Context: an optimization exercise on an open-source flow, tuned for small area. The choices shown serve that exercise and are no tape-out recipe.
The RTL was checked by simulation tests, not by an equivalence proof against the original design.
Power figures rest on the tool's default switching activity, not on a simulated workload.

== rev 12 ==
Design pipe_decode, start of the top module:
module pipe_decode #(
  parameter int  WIDTH = 32,
  parameter int  NREG  = 32,
  parameter int  IMM_W = 16,
  localparam int AW    = $clog2(NREG)
) (
  input  logic             clk,
  input  logic             rst,
  input  logic             in_valid,
  output logic             in_ready,
  input  logic [31:0]      instr,
  input  logic             regDst,
  input  logic             regWrite,
  input  logic             memRead,
  input  logic             memToReg,
  input  logic             wb_en,
  input  logic [AW-1:0]    wb_addr,
  input  logic [WIDTH-1:0] wb_data,
  output logic             out_valid,
  input  logic             out_ready,
  output logic [WIDTH-1:0] out_rs_data,
  output logic [WIDTH-1:0] out_rt_data,
  output logic [WIDTH-1:0] out_imm,
  output logic [AW-1:0]    out_dest,
  output logic             out_regWrite,
  output logic             out_memRead,
  output logic             out_memToReg,
  output logic             stall
);
  logic [WIDTH-1:0] regs [NREG];
  logic [NREG-1:0]  rvalid;
  logic [NREG-1:0]  we, rs_sel, rt_sel;
  logic [AW-1:0]    rs, rt, rd, dest;
  logic [WIDTH-1:0] rs_data, rt_data;
  logic [IMM_W-1:0] imm_q;
  logic             hz, load;
  assign rs   = instr[21 +: AW];
  ...
Size: about 2200 cells after synthesis, roughly 1100 flip-flops, roughly 43000 sq um of cells after synthesis.
export LEC_CHECK = 0
export CAP_MARGIN = 5
export CORE_MARGIN = 2
export CORE_UTILIZATION = 40
export GPL_TIMING_DRIVEN = 0
export PLACE_DENSITY = 0.5
export SLEW_MARGIN = 5
export SYNTH_HIERARCHICAL = 1
create_clock -name core_clock -period 5.0 [get_ports {clk}]
standard.sh (not shown) runs the stock make flow with config.mk's settings and CLKGATE_MAP_FILE= SYNTH_SCRIPT=/design/flow/synth_recipe.tcl, a recipe that flattens the netlist after the stock synthesis.
==> flow/flow/run.sh <==
#!/bin/bash
# Layout flow: the standard flow (standard.sh: standard synthesis,
# floorplan, power grid, tap cells, placement, CTS, routing), with two
# changes to how cells are chosen:
#  * the port buffers are sky130_fd_sc_hd__buf_1 (the standard flow picks a
#    larger delay buffer), still one buffer on every input and output;
#  * clock tree synthesis uses small clock buffers and inserts no dummy
#    loads.
# The full make output goes to flow_make.log in this folder; ORFS's own
# per-step logs stay under orfs/logs.
set -euo pipefail
bash standard.sh \
  "BUFFER_PORTS_ARGS=-buffer_cell sky130_fd_sc_hd__buf_1" \
  "CTS_ARGS=-sink_clustering_enable -repair_clock_nets -dont_use_dummy_load -buf_list {sky130_fd_sc_hd__clkbuf_2 sky130_fd_sc_hd__clkbuf_4 sky130_fd_sc_hd__clkbuf_8}" \
  finish > flow_make.log 2>&1
Here is what was changed in the inputs of rev 13 compared with rev 12.
Settings: clearing GPL_TIMING_DRIVEN, which used to be 0; swapping 5 for 20 in CAP_MARGIN; swapping 5 for 20 in SLEW_MARGIN; clearing PLACE_DENSITY, which used to be 0.5.
==> flow/run.sh (new file) <==
#!/bin/bash
# synth_recipe.tcl (not shown) runs the flow's synth.tcl, then flattens the netlist and writes it again
# the make line also repeats each setting of config.mk as NAME=value (left out here)
make -C /OpenROAD-flow-scripts/flow DESIGN_CONFIG=/design/flow/config.mk WORK_HOME=/design/flow/orfs CLKGATE_MAP_FILE= SYNTH_SCRIPT=/design/flow/synth_recipe.tcl finish
removed: flow/flow/run.sh
removed: flow/standard.sh
Findings:
Comparing the two runs side by side, rev 13 comes out ahead of rev 12 on wire length of the first global-routing pass. Sort rev 13 and rev 12 by area of the multi-input gates, ascending, and rev 13 comes first. Fmax: rev 13 above rev 12. Rev 13 completed; timing, DRC and antenna clean. Compared to rev 12, rev 13 has clock network power share 5.8 points higher. Number of global-route vias before repair is lower on rev 13. Compared with rev 12, power in rev 13 increased by more than 10%. For rev 13, the endpoint of the worst setup timing path was stall, unlike rev 12, where it was in_ready.


pipe_decode, a different RTL version from the one above (not shown whole).
Size: about 3500 cells after synthesis, roughly 1100 flip-flops, about 190 I/O pins, roughly 0.040 mm² of cells after synthesis.
==> flow/config.mk <==
export PLATFORM = sky130hd
export DESIGN_NAME = pipe_decode
export DESIGN_NICKNAME = pipe_decode
export VERILOG_FILES = /design/flow/design.v
export SDC_FILE = /design/flow/constraint.sdc
export NUM_CORES = 4
export LEC_CHECK = 0
export CAP_MARGIN = 10
export CORE_MARGIN = 2
export CORE_UTILIZATION = 50
export GPL_TIMING_DRIVEN = 0
export PLACE_DENSITY = 0.6
export SLEW_MARGIN = 10
export SYNTH_HIERARCHICAL = 1
==> flow/constraint.sdc <==
create_clock -name core_clock -period 5.0 [get_ports {clk}]
set_input_delay 1.0000 -clock core_clock [delete_from_list [all_inputs] [get_ports {clk}]]
set_output_delay 1.0000 -clock core_clock [all_outputs]
set_load 0.01 [all_outputs]
==> flow/flow/run.sh <==
#!/bin/bash
# Layout flow: the standard flow (standard.sh), run in two calls.
#  1. The standard synthesis, unchanged.
#  2. Floorplan to final layout, with these changes to how cells are chosen:
#     * the port buffers are sky130_fd_sc_hd__buf_1 (the standard flow picks
#       a larger delay buffer), still one buffer on every input and output;
#     * the resizer may not use the largest buffers (buf_6 and up) or the
#       larger XOR gates, so it repairs slew on the register file's wide
#       select and data nets with small buffers;
#     * clock tree synthesis uses small clock buffers (clkbuf_4 at the leaves)
#       and no dummy loads.
# Each call's full make output goes to its own log in this folder; ORFS's
# per-step logs stay under orfs/logs.
set -euo pipefail

bash standard.sh synth > flow_synth.log 2>&1

PLATFORM_DONT_USE="sky130_fd_sc_hd__probe_p_8 sky130_fd_sc_hd__probec_p_8
 sky130_fd_sc_hd__lpflow_bleeder_1
 sky130_fd_sc_hd__lpflow_clkbufkapwr_1 sky130_fd_sc_hd__lpflow_clkbufkapwr_16
 sky130_fd_sc_hd__lpflow_clkbufkapwr_2 sky130_fd_sc_hd__lpflow_clkbufkapwr_4
 sky130_fd_sc_hd__lpflow_clkbufkapwr_8
 sky130_fd_sc_hd__lpflow_clkinvkapwr_1 sky130_fd_sc_hd__lpflow_clkinvkapwr_16
 sky130_fd_sc_hd__lpflow_clkinvkapwr_2 sky130_fd_sc_hd__lpflow_clkinvkapwr_4
 sky130_fd_sc_hd__lpflow_clkinvkapwr_8
 sky130_fd_sc_hd__lpflow_decapkapwr_12 sky130_fd_sc_hd__lpflow_decapkapwr_3
 sky130_fd_sc_hd__lpflow_decapkapwr_4 sky130_fd_sc_hd__lpflow_decapkapwr_6
 sky130_fd_sc_hd__lpflow_decapkapwr_8
 sky130_fd_sc_hd__lpflow_inputiso0n_1 sky130_fd_sc_hd__lpflow_inputiso0p_1
 sky130_fd_sc_hd__lpflow_inputiso1n_1 sky130_fd_sc_hd__lpflow_inputiso1p_1
 sky130_fd_sc_hd__lpflow_inputisolatch_1
 sky130_fd_sc_hd__lpflow_isobufsrc_1 sky130_fd_sc_hd__lpflow_isobufsrc_16
 sky130_fd_sc_hd__lpflow_isobufsrc_2 sky130_fd_sc_hd__lpflow_isobufsrc_4
 sky130_fd_sc_hd__lpflow_isobufsrc_8 sky130_fd_sc_hd__lpflow_isobufsrckapwr_16
 sky130_fd_sc_hd__lpflow_lsbuf_lh_hl_isowell_tap_1
 sky130_fd_sc_hd__lpflow_lsbuf_lh_hl_isowell_tap_2
 sky130_fd_sc_hd__lpflow_lsbuf_lh_hl_isowell_tap_4
 sky130_fd_sc_hd__lpflow_lsbuf_lh_isowell_4
 sky130_fd_sc_hd__lpflow_lsbuf_lh_isowell_tap_1
 sky130_fd_sc_hd__lpflow_lsbuf_lh_isowell_tap_2
 sky130_fd_sc_hd__lpflow_lsbuf_lh_isowell_tap_4"
BIG_BUFS="sky130_fd_sc_hd__buf_6 sky130_fd_sc_hd__buf_8 sky130_fd_sc_hd__buf_12
 sky130_fd_sc_hd__buf_16 sky130_fd_sc_hd__bufbuf_8 sky130_fd_sc_hd__bufbuf_16
 sky130_fd_sc_hd__xor2_2 sky130_fd_sc_hd__xor2_4 sky130_fd_sc_hd__xnor2_2
 sky130_fd_sc_hd__xnor2_4"
DONT_USE=$(echo $PLATFORM_DONT_USE $BIG_BUFS)

bash standard.sh \
  "DONT_USE_CELLS=$DONT_USE" \
  "BUFFER_PORTS_ARGS=-buffer_cell sky130_fd_sc_hd__buf_1" \
  "CTS_ARGS=-sink_clustering_enable -repair_clock_nets -dont_use_dummy_load -sink_clustering_size 8 -sink_clustering_max_diameter 50 -sink_clustering_buffer sky130_fd_sc_hd__clkbuf_4 -buf_list {sky130_fd_sc_hd__clkbuf_4 sky130_fd_sc_hd__clkbuf_8}" \
  finish > flow_make.log 2>&1
==> next run, changes <==
- CORE_UTILIZATION: 50 -> 60
- PLACE_DENSITY: 0.6 -> 0.68
Effect:
- With this change the flow finished with negative setup slack left
- clock-buffer cell count shrinks by 1
- wire length decreases by about 8%
- area after synthesis does not change
- hold slack gains 0.22 ns
- via count went up by 1.0%
- core utilization is higher by 11 points
- non-clock buffer count came out lower by 22
- register-to-register slack is better by 0.18 ns
- global-route usage increases by 4.0 points
- total power hardly moves
- sequential power is about the same
==> next run, changes <==
--- a/flow/flow/run.sh
+++ b/flow/flow/run.sh
@@ -6,6 +6,6 @@
 #       a larger delay buffer), still one buffer on every input and output;
-#     * the resizer may not use the largest buffers (buf_6 and up) or the
+#     * the resizer may not use buffers larger than buf_2 or the
 #       larger XOR gates, so it repairs slew on the register file's wide
 #       select and data nets with small buffers;
-#     * clock tree synthesis uses small clock buffers (clkbuf_4 at the leaves)
+#     * clock tree synthesis uses small clock buffers, larger sink clusters
 #       and no dummy loads.
@@ -41,3 +41,3 @@
  sky130_fd_sc_hd__lpflow_lsbuf_lh_isowell_tap_4"
-BIG_BUFS="sky130_fd_sc_hd__buf_6 sky130_fd_sc_hd__buf_8 sky130_fd_sc_hd__buf_12
+BIG_BUFS="sky130_fd_sc_hd__buf_4 sky130_fd_sc_hd__buf_6 sky130_fd_sc_hd__buf_8 sky130_fd_sc_hd__buf_12
  sky130_fd_sc_hd__buf_16 sky130_fd_sc_hd__bufbuf_8 sky130_fd_sc_hd__bufbuf_16
@@ -50,3 +50,3 @@
   "BUFFER_PORTS_ARGS=-buffer_cell sky130_fd_sc_hd__buf_1" \
-  "CTS_ARGS=-sink_clustering_enable -repair_clock_nets -dont_use_dummy_load -sink_clustering_size 8 -sink_clustering_max_diameter 50 -sink_clustering_buffer sky130_fd_sc_hd__clkbuf_4 -buf_list {sky130_fd_sc_hd__clkbuf_4 sky130_fd_sc_hd__clkbuf_8}" \
+  "CTS_ARGS=-sink_clustering_enable -repair_clock_nets -dont_use_dummy_load -sink_clustering_size 12 -sink_clustering_max_diameter 60 -buf_list {sky130_fd_sc_hd__clkbuf_4 sky130_fd_sc_hd__clkbuf_8}" \
   finish > flow_make.log 2>&1
- CORE_UTILIZATION: 60 -> 50
- PLACE_DENSITY: 0.68 -> 0.6
The changed run produced a layout that fails on negative setup slack.
Count of clock-buffer cells in the layout fell by 53.
Power rose slightly.
Worst setup slack improved by 0.033 ns.
==> next run, changes <==
--- a/flow/flow/run.sh
+++ b/flow/flow/run.sh
@@ -6,3 +6,3 @@
 #       a larger delay buffer), still one buffer on every input and output;
-#     * the resizer may not use buffers larger than buf_2 or the
+#     * the resizer may not use the largest buffers (buf_6 and up) or the
 #       larger XOR gates, so it repairs slew on the register file's wide
@@ -41,3 +41,3 @@
  sky130_fd_sc_hd__lpflow_lsbuf_lh_isowell_tap_4"
-BIG_BUFS="sky130_fd_sc_hd__buf_4 sky130_fd_sc_hd__buf_6 sky130_fd_sc_hd__buf_8 sky130_fd_sc_hd__buf_12
+BIG_BUFS="sky130_fd_sc_hd__buf_6 sky130_fd_sc_hd__buf_8 sky130_fd_sc_hd__buf_12
  sky130_fd_sc_hd__buf_16 sky130_fd_sc_hd__bufbuf_8 sky130_fd_sc_hd__bufbuf_16
=> Now the flow completed without violations. Die area is unchanged. Wire length rose by 0.43%. Total power is about the same. Design area rose by 0.76%. Fmax rose by 3.2%. Area after synthesis stays the same.

## afterwards: timing with drivers on the ports
Ports are ideal in the flow. The routed layouts listed here were re-timed in OpenROAD. Step 1, drivers: a clkbuf_16 drives clk and a buf_2 each remaining input, both assumed. Step 2 also shifts input and output timing later by t, the mid clock arrival at the registers, as if the neighbouring blocks saw the same clock. a / b / c = no drivers / after step 1 / after step 2; a / b = the first two.
run | t (ns) | slack for setup (ns) | worst setup path after step 2
rev 12 | 0.893 | 0.729 / 0.657 / 0.944 | input to register
rev 13 | 0.753 | 0.886 / 0.847 / 0.341 | input to register
the first run of note 2 | 0.884 | 0.211 / 0.198 / -0.657 | input to register
the second run of note 2 | 0.873 | -0.038 / -0.009 / -0.883 | input to register
the third run of note 2 | 0.803 | -0.005 / -0.058 / -0.761 | input to register
the fourth run of note 2 | 0.822 | 0.148 / 0.163 / -0.651 | input to register
Met with ideal ports but missed after step 2: setup timing in the first run of note 2 and the fourth run of note 2. For the first run of note 2, which loses most, drivers alone change the setup slack by -0.013 ns; drivers and shift together by -0.868 ns.
